What follows belongs to an exercise in optimizing a design on an open flow for small area and a short achievable clock period; a production flow would make more cautious choices. Only simulation tests tie the RTL to the original design; equivalence was not proved. Power and IR drop assume default switching activity.

File: flow/run.sh
#!/bin/bash
# The standard layout, with plain buffers on the ports: buffer_ports
# otherwise picks a delay cell (clkdlybuf4s50) for every input and output.
set -euo pipefail
export BUFFER_PORTS_ARGS="-buffer_cell sky130_fd_sc_hd__buf_2"
bash standard.sh > standard_flow.log 2>&1
File: standard.sh
#!/bin/bash
# synth_recipe.tcl (not shown) runs the flow's synth.tcl, then flattens the netlist and writes it again
# the make line also repeats each setting of config.mk as NAME=value (left out here)
make -C /OpenROAD-flow-scripts/flow DESIGN_CONFIG=/design/flow/config.mk WORK_HOME=/design/flow/orfs CLKGATE_MAP_FILE= SYNTH_SCRIPT=/design/flow/synth_recipe.tcl "${@:-finish}"
File: config.mk
export PLATFORM = sky130hd
export DESIGN_NAME = l2Cache
export DESIGN_NICKNAME = l2Cache
export VERILOG_FILES = /design/flow/design.v
export SDC_FILE = /design/flow/constraint.sdc
export NUM_CORES = 4
export LEC_CHECK = 0
export CAP_MARGIN = 35
export CORE_MARGIN = 2
export CORE_UTILIZATION = 50
export SETUP_SLACK_MARGIN = 3.5
export SLEW_MARGIN = 35
File: constraint.sdc
create_clock -name core_clock -period 6.5 [get_ports {clk}]
set_input_delay 1.3000 -clock core_clock [delete_from_list [all_inputs] [get_ports {clk}]]
set_output_delay 1.3000 -clock core_clock [all_outputs]
set_load 0.01 [all_outputs]
File: design.v
package l2CachePkg;
  localparam int ADDR_WIDTH  = 32;
  localparam int OFFSET_BITS = 6;
  localparam int INDEX_BITS  = 4;
  localparam int TAG_BITS    = 22;
  localparam int WAYS        = 4;
  localparam int SETS        = 16;
  localparam int WAY_BITS    = 2;
  localparam logic [1:0] MESI_I = 2'b00;
  localparam logic [1:0] MESI_S = 2'b01;
  localparam logic [1:0] MESI_E = 2'b10;
  localparam logic [1:0] MESI_M = 2'b11;
  localparam logic [1:0] SNOOP_MISS = 2'b00;
  localparam logic [1:0] SNOOP_HIT  = 2'b01;
  localparam logic [1:0] SNOOP_HITM = 2'b10;
  localparam logic OP_READ  = 1'b0;
  localparam logic OP_WRITE = 1'b1;
  localparam logic [1:0] BUS_READ  = 2'b00;
  localparam logic [1:0] BUS_RFO   = 2'b01;
  localparam logic [1:0] BUS_INVAL = 2'b10;
  localparam logic [1:0] BUS_WB    = 2'b11;
  localparam int L1_CREDITS    = 1;
  localparam int SNOOP_CREDITS = 1;
  localparam int BUS_CREDITS   = 2;
  localparam logic [2:0] ST_IDLE    = 3'd0;
  localparam logic [2:0] ST_LOOKUP  = 3'd1;
  localparam logic [2:0] ST_EVICT   = 3'd2;
  localparam logic [2:0] ST_FETCH   = 3'd3;
  localparam logic [2:0] ST_FILL    = 3'd4;
  localparam logic [2:0] ST_UPGRADE = 3'd5;
  localparam logic [2:0] ST_SNOOPWB = 3'd6;
  typedef union packed {
    logic [ADDR_WIDTH-1:0] raw;
    struct packed {
      logic [TAG_BITS-1:0]    tag;
      logic [INDEX_BITS-1:0]  index;
      logic [OFFSET_BITS-1:0] offset;
    } f;
  } cacheAddrT;
endpackage
`timescale 1ns/1ps
import l2CachePkg::*;
module l2Cache (
  input  logic                  clk,
  input  logic                  rstN,
  input  logic                  l1Valid,
  input  logic                  l1Op,
  input  logic [ADDR_WIDTH-1:0] l1Addr,
  input  logic                  snoopValid,
  input  logic [1:0]            snoopOp,
  input  logic [ADDR_WIDTH-1:0] snoopAddr,
  input  logic                  busCredit,
  input  logic                  fillValid,
  input  logic                  fillShared,
  output logic                  l1RespValid,
  output logic                  l1RespHit,
  output logic                  l1Credit,
  output logic                  snoopRespValid,
  output logic [1:0]            snoopResult,
  output logic                  snoopCredit,
  output logic                  busValid,
  output logic [1:0]            busOp,
  output logic [ADDR_WIDTH-1:0] busAddr,
  output logic [31:0]           hitCount,
  output logic [31:0]           missCount,
  output logic [31:0]           readCount,
  output logic [31:0]           writeCount
);
  localparam int LINE_BITS = TAG_BITS + INDEX_BITS;
  logic [SETS-1:0][WAYS-1:0][TAG_BITS-1:0] tagMem;
  logic [SETS-1:0][WAYS-1:0][1:0]          stMem;
  logic [SETS-1:0][4:0]                    lruMem;
  localparam logic [4:0] LRU_RESET = 5'd27;   
  function automatic logic [4:0] lruTouched(input logic [4:0] c, input logic [1:0] t);
    case ({t, c})
      7'd27: lruTouched = 5'd27;
      7'd26: lruTouched = 5'd26;
      7'd23: lruTouched = 5'd23;
      7'd22: lruTouched = 5'd22;
      7'd25: lruTouched = 5'd25;
      7'd21: lruTouched = 5'd21;
      7'd11: lruTouched = 5'd27;
      7'd10: lruTouched = 5'd26;
      7'd7: lruTouched = 5'd23;
      7'd6: lruTouched = 5'd22;
      7'd9: lruTouched = 5'd25;
      7'd5: lruTouched = 5'd21;
      7'd19: lruTouched = 5'd27;
      7'd18: lruTouched = 5'd26;
      7'd3: lruTouched = 5'd23;
      7'd2: lruTouched = 5'd22;
      7'd17: lruTouched = 5'd25;
      7'd1: lruTouched = 5'd21;
      7'd24: lruTouched = 5'd27;
      7'd20: lruTouched = 5'd26;
      7'd8: lruTouched = 5'd23;
      7'd4: lruTouched = 5'd22;
      7'd16: lruTouched = 5'd25;
      7'd0: lruTouched = 5'd21;
      7'd59: lruTouched = 5'd11;
      7'd58: lruTouched = 5'd10;
      7'd55: lruTouched = 5'd11;
      7'd54: lruTouched = 5'd10;
      7'd57: lruTouched = 5'd11;
      7'd53: lruTouched = 5'd10;
      7'd43: lruTouched = 5'd11;
      7'd42: lruTouched = 5'd10;
      7'd39: lruTouched = 5'd19;
      7'd38: lruTouched = 5'd18;
      7'd41: lruTouched = 5'd19;
      7'd37: lruTouched = 5'd18;
      7'd51: lruTouched = 5'd19;
      7'd50: lruTouched = 5'd18;
      7'd35: lruTouched = 5'd19;
      7'd34: lruTouched = 5'd18;
      7'd49: lruTouched = 5'd24;
      7'd33: lruTouched = 5'd20;
      7'd56: lruTouched = 5'd24;
      7'd52: lruTouched = 5'd20;
      7'd40: lruTouched = 5'd24;
      7'd36: lruTouched = 5'd20;
      7'd48: lruTouched = 5'd24;
      7'd32: lruTouched = 5'd20;
      7'd91: lruTouched = 5'd7;
      7'd90: lruTouched = 5'd7;
      7'd87: lruTouched = 5'd7;
      7'd86: lruTouched = 5'd9;
      7'd89: lruTouched = 5'd9;
      7'd85: lruTouched = 5'd9;
      7'd75: lruTouched = 5'd3;
      7'd74: lruTouched = 5'd3;
      7'd71: lruTouched = 5'd7;
      7'd70: lruTouched = 5'd17;
      7'd73: lruTouched = 5'd9;
      7'd69: lruTouched = 5'd17;
      7'd83: lruTouched = 5'd3;
      7'd82: lruTouched = 5'd8;
      7'd67: lruTouched = 5'd3;
      7'd66: lruTouched = 5'd16;
      7'd81: lruTouched = 5'd17;
      7'd65: lruTouched = 5'd17;
      7'd88: lruTouched = 5'd8;
      7'd84: lruTouched = 5'd8;
      7'd72: lruTouched = 5'd8;
      7'd68: lruTouched = 5'd16;
      7'd80: lruTouched = 5'd16;
      7'd64: lruTouched = 5'd16;
      7'd123: lruTouched = 5'd6;
      7'd122: lruTouched = 5'd6;
      7'd119: lruTouched = 5'd5;
      7'd118: lruTouched = 5'd6;
      7'd121: lruTouched = 5'd5;
      7'd117: lruTouched = 5'd5;
      7'd107: lruTouched = 5'd2;
      7'd106: lruTouched = 5'd2;
      7'd103: lruTouched = 5'd1;
      7'd102: lruTouched = 5'd6;
      7'd105: lruTouched = 5'd1;
      7'd101: lruTouched = 5'd5;
      7'd115: lruTouched = 5'd4;
      7'd114: lruTouched = 5'd2;
      7'd99: lruTouched = 5'd0;
      7'd98: lruTouched = 5'd2;
      7'd113: lruTouched = 5'd1;
      7'd97: lruTouched = 5'd1;
      7'd120: lruTouched = 5'd4;
      7'd116: lruTouched = 5'd4;
      7'd104: lruTouched = 5'd0;
      7'd100: lruTouched = 5'd4;
      7'd112: lruTouched = 5'd0;
      7'd96: lruTouched = 5'd0;
      default: lruTouched = c;
    endcase
  endfunction
  logic                  stIdle, stLookup, stEvict, stFetch, stFill, stUpgrade, stSnoopWb;
  logic                  l1Pend, l1PendOp;
  logic [LINE_BITS-1:0]  l1PendLine;
  logic                  snPend;
  logic [1:0]            snPendOp;
  logic [LINE_BITS-1:0]  snPendLine;
  logic [TAG_BITS-1:0]   reqTag;
  logic [INDEX_BITS-1:0] reqIdx;
  logic                  reqSnoop;
  logic [1:0]            reqOp;
  logic [WAYS-1:0][TAG_BITS-1:0] rTag;
  logic [WAYS-1:0][1:0]          rSt;
  logic [4:0]                    rLru;
  logic [WAYS-1:0]       wayQ;
  logic [TAG_BITS-1:0]   busTag;
  logic [1:0]            busCreditCnt;
  logic                  snReq, l1Req, accept;
  logic [LINE_BITS-1:0]  nextLine;
  logic [1:0]            nextOp;
  logic [SETS-1:0]       nextSel;
  assign snReq  = snPend || snoopValid;
  assign l1Req  = l1Pend || l1Valid;
  assign accept = stIdle && (snReq || l1Req);
  always_comb begin
    if (snReq) begin
      nextLine = snPend ? snPendLine : snoopAddr[ADDR_WIDTH-1:OFFSET_BITS];
      nextOp   = snPend ? snPendOp : snoopOp;
    end else begin
      nextLine = l1Pend ? l1PendLine : l1Addr[ADDR_WIDTH-1:OFFSET_BITS];
      nextOp   = {1'b0, l1Pend ? l1PendOp : l1Op};
    end
    for (int s = 0; s < SETS; s++) begin
      if (snPend)
        nextSel[s] = snPendLine[INDEX_BITS-1:0] == INDEX_BITS'(s);
      else if (snoopValid)
        nextSel[s] = snoopAddr[OFFSET_BITS +: INDEX_BITS] == INDEX_BITS'(s);
      else if (l1Pend)
        nextSel[s] = l1PendLine[INDEX_BITS-1:0] == INDEX_BITS'(s);
      else
        nextSel[s] = l1Addr[OFFSET_BITS +: INDEX_BITS] == INDEX_BITS'(s);
    end
  end
  logic [WAYS-1:0][TAG_BITS-1:0] rdTag;
  logic [WAYS-1:0][1:0]          rdSt;
  logic [4:0]                    rdLru;
  always_comb begin
    rdTag = '0;
    rdSt  = '0;
    rdLru = '0;
    for (int s = 0; s < SETS; s++) begin
      rdTag = rdTag | ({(WAYS*TAG_BITS){nextSel[s]}} & tagMem[s]);
      rdSt  = rdSt  | ({(WAYS*2){nextSel[s]}} & stMem[s]);
      rdLru = rdLru | ({5{nextSel[s]}} & lruMem[s]);
    end
  end
  always_ff @(posedge clk) begin
    if (!l1Pend) begin
      l1PendOp   <= l1Op;
      l1PendLine <= l1Addr[ADDR_WIDTH-1:OFFSET_BITS];
    end
    if (!snPend) begin
      snPendOp   <= snoopOp;
      snPendLine <= snoopAddr[ADDR_WIDTH-1:OFFSET_BITS];
    end
    if (stIdle) begin
      reqTag   <= nextLine[LINE_BITS-1:INDEX_BITS];
      reqIdx   <= nextLine[INDEX_BITS-1:0];
      reqOp    <= nextOp;
      reqSnoop <= snReq;
      rTag     <= rdTag;
      rSt      <= rdSt;
      rLru     <= rdLru;
    end
  end
  logic [SETS-1:0] reqSel;
  always_comb
    for (int s = 0; s < SETS; s++)
      reqSel[s] = reqIdx == INDEX_BITS'(s);
  logic [WAYS-1:0] eq;
  logic            hit, hitM, hitS, hitE;
  always_comb begin
    for (int w = 0; w < WAYS; w++)
      eq[w] = rSt[w] != MESI_I && rTag[w] == reqTag;
    hit  = |eq;
    hitM = 1'b0;
    hitS = 1'b0;
    hitE = 1'b0;
    for (int w = 0; w < WAYS; w++) begin
      hitM = hitM | (eq[w] && rSt[w] == MESI_M);
      hitS = hitS | (eq[w] && rSt[w] == MESI_S);
      hitE = hitE | (eq[w] && rSt[w] == MESI_E);
    end
  end
  logic [WAYS-1:0]     inv, lru, victim;
  logic                victimM;
  logic [TAG_BITS-1:0] victimTag;
  always_comb begin
    for (int w = 0; w < WAYS; w++) begin
      inv[w] = rSt[w] == MESI_I;
      lru[w] = rLru[1:0] == WAY_BITS'(w);
    end
    victim[0] = inv[0] || (inv == 4'b0000 && lru[0]);
    victim[1] = (inv[1] && !inv[0]) || (inv == 4'b0000 && lru[1]);
    victim[2] = (inv[2] && inv[1:0] == 2'b00) || (inv == 4'b0000 && lru[2]);
    victim[3] = (inv[3] && inv[2:0] == 3'b000) || (inv == 4'b0000 && lru[3]);
    victimM   = 1'b0;
    victimTag = '0;
    for (int w = 0; w < WAYS; w++) begin
      victimM   = victimM | (inv == 4'b0000 && lru[w] && rSt[w] == MESI_M);
      victimTag = victimTag | ({TAG_BITS{victim[w]}} & rTag[w]);
    end
  end
  logic l1Lookup, snLookup;
  logic evictN, fetchN, upgradeN, snoopWbN, busIssueN;
  logic [1:0] cntN;
  logic busValidN;
  assign l1Lookup = stLookup && !reqSnoop;
  assign snLookup = stLookup && reqSnoop;
  always_comb begin
    evictN    = (l1Lookup && !hit && victimM) || (stEvict && !busValid);
    fetchN    = (l1Lookup && !hit && !victimM) || (stEvict && busValid) || (stFetch && !busValid);
    upgradeN  = (l1Lookup && hitS && reqOp[0]) || (stUpgrade && !busValid);
    snoopWbN  = (snLookup && hitM) || (stSnoopWb && !busValid);
    busIssueN = evictN || fetchN || upgradeN || snoopWbN;
    cntN = busCreditCnt;
    if (busValid && !busCredit)
      cntN = busCreditCnt - 1'b1;
    else if (!busValid && busCredit)
      cntN = busCreditCnt + 1'b1;
    busValidN = busIssueN && cntN != 2'd0;
  end
  always_ff @(posedge clk or negedge rstN) begin
    if (!rstN) begin
      stIdle         <= 1'b1;
      stLookup       <= 1'b0;
      stEvict        <= 1'b0;
      stFetch        <= 1'b0;
      stFill         <= 1'b0;
      stUpgrade      <= 1'b0;
      stSnoopWb      <= 1'b0;
      l1Pend         <= 1'b0;
      snPend         <= 1'b0;
      busCreditCnt   <= 2'(BUS_CREDITS);
      busValid       <= 1'b0;
      l1RespValid    <= 1'b0;
      snoopRespValid <= 1'b0;
      snoopCredit    <= 1'b0;
    end else begin
      if (l1Valid)
        l1Pend <= 1'b1;
      if (snoopValid)
        snPend <= 1'b1;
      if (accept) begin
        if (snReq) snPend <= 1'b0;
        else       l1Pend <= 1'b0;
      end
      busCreditCnt <= cntN;
      busValid     <= busValidN;
      stIdle    <= (stIdle && !accept) ||
                   (snLookup && !hitM) ||
                   (l1Lookup && hit && !(hitS && reqOp[0])) ||
                   (stFill && fillValid) ||
                   ((stUpgrade || stSnoopWb) && busValid);
      stLookup  <= accept;
      stEvict   <= evictN;
      stFetch   <= fetchN;
      stFill    <= (stFetch && busValid) || (stFill && !fillValid);
      stUpgrade <= upgradeN;
      stSnoopWb <= snoopWbN;
      l1RespValid    <= (l1Lookup && hit) || (stFill && fillValid);
      snoopRespValid <= snLookup;
      snoopCredit    <= (snLookup && !hitM) || (snoopWbN && busValidN);
    end
  end
  always_ff @(posedge clk) begin
    l1RespHit   <= stLookup;
    snoopResult <= {hitM, hit && !hitM};
    busOp       <= {!fetchN, evictN || snoopWbN || (fetchN && reqOp[0])};
    if (stLookup)
      wayQ <= hit ? eq : victim;
    if (!(stEvict && !busValid))
      busTag <= (l1Lookup && !hit && victimM) ? victimTag : reqTag;
  end
  logic [WAYS-1:0] stWeL, stWeQ;
  logic [1:0]      wrState;
  always_comb begin
    for (int w = 0; w < WAYS; w++) begin
      stWeL[w] = stLookup && eq[w] && (reqSnoop || (reqOp[0] && rSt[w] == MESI_E));
      stWeQ[w] = ((stUpgrade && busValid) || stFill) && wayQ[w];
    end
    if (stLookup)
      wrState = reqSnoop ? (reqOp == BUS_READ ? MESI_S : MESI_I) : MESI_M;
    else if (stFill && !reqOp[0])
      wrState = fillShared ? MESI_S : MESI_E;
    else
      wrState = MESI_M;
  end
  logic [WAYS-1:0] tw;
  logic            touch;
  logic [4:0]      newLru;
  always_comb begin
    touch   = stLookup || stFill;
    tw      = stLookup ? (reqSnoop ? 4'b0000 : eq) : wayQ;
    newLru = (tw == 4'b0000) ? rLru : 5'd0;
    for (int t = 0; t < WAYS; t++)
      newLru = newLru | ({5{tw[t]}} & lruTouched(rLru, WAY_BITS'(t)));
  end
  for (genvar s = 0; s < SETS; s++) begin : gSet
    for (genvar w = 0; w < WAYS; w++) begin : gWay
      always_ff @(posedge clk) begin
        if (stFill && reqSel[s] && wayQ[w])
          tagMem[s][w] <= busTag;
      end
      always_ff @(posedge clk or negedge rstN) begin
        if (!rstN)
          stMem[s][w] <= MESI_I;
        else if (reqSel[s] && (stWeL[w] || stWeQ[w]))
          stMem[s][w] <= wrState;
      end
    end
    always_ff @(posedge clk or negedge rstN) begin
      if (!rstN)
        lruMem[s] <= LRU_RESET;
      else if (touch && reqSel[s])
        lruMem[s] <= newLru;
    end
  end
  assign busAddr  = {busTag, reqIdx, {OFFSET_BITS{1'b0}}};
  assign l1Credit = l1RespValid;
  always_ff @(posedge clk or negedge rstN) begin
    if (!rstN) begin
      hitCount   <= '0;
      missCount  <= '0;
      readCount  <= '0;
      writeCount <= '0;
    end else begin
      if (l1Lookup && hit)
        hitCount <= hitCount + 1'b1;
      if (l1Lookup && !hit)
        missCount <= missCount + 1'b1;
      if (l1Valid && l1Op == OP_READ)
        readCount <= readCount + 1'b1;
      if (l1Valid && l1Op == OP_WRITE)
        writeCount <= writeCount + 1'b1;
    end
  end
endmodule
==> summary.txt, run 1 <==
* Most used cell, CP: nor4_1
* Crit start category: register
* Cell accounting for the most synthesized area: edfxtp_1
* Setup TNS at 0 ns
* Number of flops mapped to enable cells by yosys at 1,564
* FILL cells at 10,736
* Slew of the pin with the lowest slew margin at 0.938 ns
* Crit. Startpoint: reqTag[10]$_DFFE_PP_
* Yosys Warn Count at 1
* Final nets at 5,444
* R2R Path Start: reqTag[10]$_DFFE_PP_
* Clock buffer depth at 3
* Via Count at 50,188
* Area delta synth->final at 24.9%
* Synth Instances at 4,673
* Asr flop ratio synth at 17.8%
* Hold Fails Final Rpt at 0
* R2R depth at 10
* IO buf count at 225
* Setup Crit Path Kind: reg2reg
* Core area at 150,000 sq um
* Crit path cell chain: xor2_1, nor4_1, nand2_1, nor4_1, nor4_2, buf_4, and2_4, buf_6, buf_16, mux2_4
* CTS sink count at 1,975
* Setup violations, final at 0
* Count leader, synth: edfxtp_1
* PD cells at 471 nW/um^2
* Starting Density at 50.3%
* Gr ovfl total at 0
* Routed wire per std cell at 36.2 microns
* Largest cells by area after synthesis: edfxtp_1 (62%), dfrtp_1 (9.5%), a22oi_1 (4.0%)
* Clock latency on the worst-skew pair at 0.85 ns
* Avg Inst Size Synth at 16.1 sq um
* # rows at 142
* Crit-path max cell delay at 0.61 ns
* Slew Limit Fails at 0
* Post-synth top cells: edfxtp_1 (1,564), a22oi_1 (404), dfrtp_1 (285), nor2_1 (272), mux2_2 (232)
* Yosys reg bits at 1,975
* Gpl congestion at 0.927
* Share of the synthesized area in the top cell type at 62.3%
* Placed Cells incl. Taps at 6,794
* Fin crit share at 51.3%
* Htree depth at 4
* CTS Hold Bufs at 0
* GRT Util Overall at 33.7%
* DRC at 0
* Fin Clk Skew at 0.0327 ns
* Unique masters post-synth at 90
* TritonCTS clock tree: yes
* Largest net degree at the start of global routing at 148
* Top-Level Pins at 244
* First-pass GRT wire length at 359,000 microns
* Layout cell share with drive strength beyond 1 at 32.6%
* Fmax at 0.300 GHz
* Static Leak at 33.1 nW
* Top FF cell, synth: edfxtp_1
* Die area at 154,000 sq um
* Chip Width at 392 microns
* Finished Cell Area at 94,100 sq um
* Root Buffer: clkbuf_16
* Vias in the first global route at 45,851
* Tmin final at 3.34 ns
* Crit path max fanout at 5
* Req. time, crit path at 7.11 ns
* Final HPWL DP at 124,000 microns
* Final hold slack at 0.324 ns
* CTS buffer count at 195
* VDD IR max at 0.340 mV
* Critical Path Sink Type: register
* Drt pass-1 iters at 10
* Die height at 392 microns
* Status: complete, no violations
* Max-Slew Margin vs Limit at 37.3%
* Non-filler cells, final at 7,564
* RSZ-0062 raised after global routing: yes
* Synthesized cell area at 75,300 sq um
* Initial antenna violation count at 17
* Post-Route WL at 274,000 microns
* Register area share after synthesis at 75.7%
* Worst min-delay path category: in2async
* Vias/cell at 6.64
* Placed Area at 79,700 sq um
* Slowest stage cell, crit path: edfxtp_1
* Routed Antenna Nets at 0
* Drt initial violations at 8,608
* Worst EP arrival at 3.94 ns
* Max-cap violations at 0
* Clk pin slew, worst setup/hold paths at 0.07 ns
==> critical path, delay by kind of cell (launching register included) <==
kind                      cells  cell delay, ns
buffers and inverters         3            0.46
xor gates and xnor gates      1            0.26
and+or+nand+nor               5            1.45
muxes                         1            0.29
DFF                           1            0.61
==> routing by layer <==
metal	GRT usage, %	vias up	share of wire (%)
met2	49.1	3713	43
li1	-	20065	-
met4	15.7	28	5.7
met3	9.56	714	14
met5	0.159	-	0.093
met1	47.1	25668	37
==> placed cells by master (no fill, tap or decap), types with 30 or more instances in the layout <==
master     Yosys  layout
a21oi_1      145      63
a21oi_2       10      89
a221oi_1     101      69
a221oi_2       0      32
a222oi_1     123     123
a22o_1       102     102
a22oi_1      404     316
a22oi_2        0      88
buf_12         0      78
buf_16         0      71
buf_2         11     222
buf_4         11     270
buf_6          8      58
clkbuf_1     206      44
clkbuf_16      0     226
clkinv_1       0      44
clkinv_2       0      33
dfrtp_1      285     280
dfstp_2       66      65
dfxtp_1       60      60
edfxtp_1    1564    1564
inv_1         31      30
mux2_2       232     228
nand2_1      206     191
nand3_1      162     140
nand4_1      135     135
nor2_1       272     180
nor2_2         0      71
xnor2_1      130     120
xor2_1        84      83
==> area by class of cell <==
type	count	area [sq um]	share of cell area, %
diodes	16	40.0	0.0425
repair buffers	769	9000	9.56
flip-flops and latches	1975	57000	60.6
multi-input cells	2394	19200	20.4
clock buffers	249	5170	5.49
clock inverters	114	1060	1.13
inverters	31	116	0.124
well taps	2016	2520	2.68
==> path summary, 6_finish.rpt <==
check,endpoint,slack [ns]
hold reg to reg,writeCount[31]$_DFFE_PN0P_,0.46
max in group asynchronous,missCount[21]$_DFFE_PN0P_,5.00
setup / recovery,busTag[3]$_DFFE_PN_,3.16
setup reg to reg,busTag[3]$_DFFE_PN_,3.16
min in group core_clock,writeCount[31]$_DFFE_PN0P_,0.46
hold / removal,readCount[21]$_DFFE_PN0P_,0.32
==> cell families (layout without fill, tap and decap cells) <==
kind of cell	Yosys count	in the layout	synth area share, %
DFF	1975	1975	75.7
other	1	22	0.00498
AOI/OAI and AO/OA	965	965	9.95
muxes	260	260	3.97
and+or+nand+nor	941	944	6.07
adders and majority gates	4	4	0.0664
buffers and inverters	312	1163	1.74
xor gates and xnor gates	215	215	2.51
==> what timing repair did <==
action	CTS	global route
gates resized for setup	354	243
buffers inserted	202	84
cloned	69	33
pin swaps	173	179
endpoints found under the setup margin	513	341
==> state kept, by name, indices dropped and copies added (netlist names), 22 cells and up <==
signal,cells
tagMem,1408
missCount,32
snPendLine,26
stMem,128
writeCount,32
rTag,88
readCount,32
busTag,22
lruMem,80
hitCount,32
reqTag,22
l1PendLine,26
==> power by group <==
| group | internal [mW] | switching (mW) | total [mW] |
|---|---|---|---|
| sequential | 16.2 | 1.09 | 17.3 |
| combinational | 6.28 | 9.67 | 15.9 |
| clock | 6.20 | 4.92 | 11.1 |
==> metrics by stage <==
step	setup WS (ns)	utilization, %	total power, mW
floorplan	3.29	-	23.3
global placement	1.71	53.2	27.6
detailed placement	1.65	53.2	27.8
CTS	3.20	61.0	42.4
global route	3.11	62.8	45.4
finish	3.16	62.8	44.4
==> run 2, diff against run 1 <==
==> run.sh (new file) <==
#!/bin/bash
# synth_recipe.tcl (not shown) runs the flow's synth.tcl, then flattens the netlist and writes it again
# the make line also repeats each setting of config.mk as NAME=value (left out here)
make -C /OpenROAD-flow-scripts/flow DESIGN_CONFIG=/design/flow/config.mk WORK_HOME=/design/flow/orfs CLKGATE_MAP_FILE= SYNTH_SCRIPT=/design/flow/synth_recipe.tcl finish
removed: flow/run.sh
removed: standard.sh
==> run 2 against run 1 <==
Net effect:
- area after synthesis did not move
- first-iteration DRC count shrank 11%
- global-route usage decreased by 0.11 points
- cell count decreased by 0.30%
- sequential share of layout area rose by 0.44 points
- clock power about the same
- sequential power about the same
- register-to-register slack improved by 0.14 ns
- synthesized cell count did not move
- maximum frequency increased by 4.5%
- total power decreased by 1.9%
==> summary.txt, run 2 <==
* Top FF cell, synth: edfxtp_1
* Drt pass-1 iters at 12 (+2)
* Setup Crit Path Kind: reg2reg
* IO buf count at 225 (unchanged)
* Die area at 154,000 sq um (unchanged)
* Synthesized cell area at 75,300 sq um (unchanged)
* Clock latency on the worst-skew pair at 0.83 ns (-0.02 ns)
* Core area at 150,000 sq um (unchanged)
* Static Leak at 32.8 nW (-0.69%)
* Htree depth at 4 (unchanged)
* Vias in the first global route at 46,272 (+0.92%)
* Initial antenna violation count at 19 (+2)
* Final hold slack at 0.387 ns (+0.0626 ns)
* Gr ovfl total at 0 (unchanged)
* Count leader, synth: edfxtp_1
* Worst EP arrival at 3.75 ns (-0.19 ns)
* Tmin final at 3.19 ns (-0.143 ns)
* Share of the synthesized area in the top cell type at 62.3% (unchanged)
* Setup TNS at 0 ns (unchanged)
* Synth Instances at 4,673 (unchanged)
* Register area share after synthesis at 75.7% (unchanged)
* Largest reg by FF count: tagMem
* Cell accounting for the most synthesized area: edfxtp_1
* RSZ-0062 raised after global routing: yes
* Post-synth top cells: edfxtp_1 (1,564), a22oi_1 (404), dfrtp_1 (285), nor2_1 (272), mux2_2 (232)
* Routed wire per std cell at 36.0 microns (-0.80%)
* # rows at 142 (unchanged)
* Die height at 392 microns (unchanged)
* DRC at 0 (unchanged)
* Largest net degree at the start of global routing at 130 (-12%)
* CTS Hold Bufs at 0 (unchanged)
* Worst min-delay path category: in2async
* Area delta synth->final at 24.0%
* Largest cells by area after synthesis: edfxtp_1 (62%), dfrtp_1 (9.5%), a22oi_1 (4.0%)
* Crit start category: register
* Slew Limit Fails at 0 (unchanged)
* Drt initial violations at 7,701 (-11%)
* Pre-CTS WS at 1.25 ns (-0.404 ns)
* Number of flops mapped to enable cells by yosys at 1,564 (unchanged)
* Status: complete, no violations
* Critical Path Sink Type: register
* Final nets at 5,422 (-0.40%)
* Slew of the pin with the lowest slew margin at 1.02 ns (+0.0846 ns)
* VDD IR max at 0.359 mV (+5.6%)
* Starting Density at 50.3% (unchanged)
* Req. time, crit path at 7.06 ns (-0.05 ns)
* Asr flop ratio synth at 17.8% (unchanged)
* Root Buffer: clkbuf_16
* Max FFs per register at 1,408 (unchanged)
* Clk pin slew, worst setup/hold paths at 0.06 ns (about the same)
* Setup violations, final at 0 (unchanged)
* Final cell utilization of the core at 62.4% (-0.44 points)
* Unique masters post-synth at 90 (unchanged)
* Crit path max fanout at 23 (+18)
* Fin crit share at 49.1% (-2.2 points)
* Yosys reg bits at 1,975 (unchanged)
* Gpl congestion at 0.924 (-0.35%)
* Layout cell share with drive strength beyond 1 at 25.9% (-6.6 points)
* Final HPWL DP at 129,000 microns (+3.9%)
* Power Total at 43.5 mW (-1.9%)
* Top-Level Pins at 244 (unchanged)
* Clock buffer depth at 3 (unchanged)
* GRT Util Overall at 33.6% (-0.11 points)
* Yosys Warn Count at 1 (unchanged)
* Final worst slack at 3.31 ns (+0.143 ns)
* Avg Inst Size Synth at 16.1 sq um (unchanged)
* Commonest non-fill, non-tap cell in the layout: edfxtp_1
* Chip Width at 392 microns (unchanged)
* Vias/cell at 6.62 (-0.21%)
* First-pass GRT wire length at 360,000 microns (+0.23%)
* Largest regs: tagMem x1408, stMem x128, rTag x88
* Hold Fails Final Rpt at 0 (unchanged)
* TritonCTS clock tree: yes
* PD cells at 466 nW/um^2 (-1.2%)
* CTS buffer count at 196 (+0.51%)
* Via Count at 49,930 (-0.51%)
* Fin Clk Skew at 0.0328 ns (+0.0000687 ns)
* Max-Slew Margin vs Limit at 31.5% (-5.7 points)
* Routed Antenna Nets at 0 (unchanged)
* CTS sink count at 1,975 (unchanged)
* Commonest cells after routing, fill and taps aside: edfxtp_1 (1,564), a22oi_1 (396), buf_4 (290)
* Fmax at 0.313 GHz (+4.5%)
* Max-cap violations at 0 (unchanged)
* Post-Route WL at 271,000 microns (-1.1%)
run 2: cell counts after synthesis:
No cell type changed its count.
run 2: critical path: stages, from the launching register on:
cell	delay (ns)
edfxtp_1	0.53
nor2_2	0.27
or3_1	0.26
nand2b_1	0.19
o22ai_2	0.08
buf_4	0.23
a222oi_1	0.80
nand2_1	0.24
mux2_4	0.33
run 2: what timing repair did:
action / in CTS / in global routing
setup buffers: 224 / 56
hold endpoints to repair: 0 / 0
cloned: 57 / 23
gates resized for setup: 467 / 151
pin swaps: 100 / 118
endpoints found under the setup margin: 636 / 306
run 2: final timing paths:
check / end / startpoint / slack [ns] / cells past startpoint
max in group asynchronous: missCount[9]$_DFFE_PN0P_ / rstN / 4.98 / 2
min in group core_clock: writeCount[31]$_DFFE_PN0P_ / writeCount[31]$_DFFE_PN0P_ / 0.47 / 1
worst min-delay path: readCount[21]$_DFFE_PN0P_ / rstN / 0.39 / 1
worst max register to register: busTag[12]$_DFFE_PN_ / rSt[4]$_DFFE_PP_ / 3.31 / 8
worst max-delay path: busTag[12]$_DFFE_PN_ / rSt[4]$_DFFE_PP_ / 3.31 / 8
worst min register to register: writeCount[31]$_DFFE_PN0P_ / writeCount[31]$_DFFE_PN0P_ / 0.47 / 1
run 2: power breakdown:
group	switching, mW	total [mW]	internal [mW]	leakage, nW
registers	1.00	17.2	16.2	18.8
clock network	4.90	11.2	6.31	3.09
logic	9.27	15.1	5.83	10.9
run 2: layer usage:
metal  GRT usage (%)  vias to the layer above  part of all wire (%)  wire [microns]
met5               0                        -                 0.090             245
met4            12.7                       19                   4.9           13300
met3            9.87                      656                    14           37600
met2            50.5                     3699                    44          118000
met1            46.6                    25518                    38          102000
li1                -                    20038                     -               -
run 2: metrics by stage:
stage | std cells | area, sq um
floorplan | 4678 | 75600
global placement | 6798 | 80800
detailed placement | 6801 | 81000
CTS | 7444 | 91800
global route | 7526 | 93400
finish | 7541 | 93500
run 2: cell type report:
| cell class | instances | area (sq um) |
|---|---|---|
| multi-input combinational | 2394 | 18400 |
| antenna | 17 | 42.5 |
| tap | 2016 | 2520 |
| timing repair buffer | 746 | 9010 |
| fill | 10926 | 56300 |
| clock buffer | 252 | 5290 |
| inverter | 31 | 119 |
| clock inverter | 110 | 1010 |
| sequential | 1975 | 57000 |
run 2: logic make-up (layout without fill, tap and decap cells):
group	after synthesis	in the layout	share of synthesized area, %
AOI/OAI and AO/OA	965	965	9.95
xor gates and xnor gates	215	215	2.51
adders and majority gates	4	4	0.0664
buffers and inverters	312	1139	1.74
DFF	1975	1975	75.7
muxes	260	260	3.97
other	1	23	0.00498
and+or+nand+nor	941	944	6.07

## static timing again, ports no longer ideal
Ports are ideal in the flow. The routed layouts listed here were re-timed in OpenROAD. Step 1, drivers: a clkbuf_16 drives clk and a buf_2 each remaining input, both assumed. Step 2 also shifts input and output timing later by t, the mid clock arrival at the registers, as if the neighbouring blocks saw the same clock. Three values: no drivers, after step 1, after step 2; two values: the first two.
run | shift t [ns] | slack for setup (ns) | worst setup path at the end | worst register clock-pin slew, ns
run 1 | 0.919 | 3.165 / 3.165 / 2.347 | input to register | 0.07 / 0.07
run 2 | 0.898 | 3.308 / 3.308 / 2.525 | input to register | 0.07 / 0.07
After both steps setup and hold are still met in every run listed. The setup slack of run 1, which loses most, moves by 0.000 ns with the drivers and by -0.818 ns with both steps.
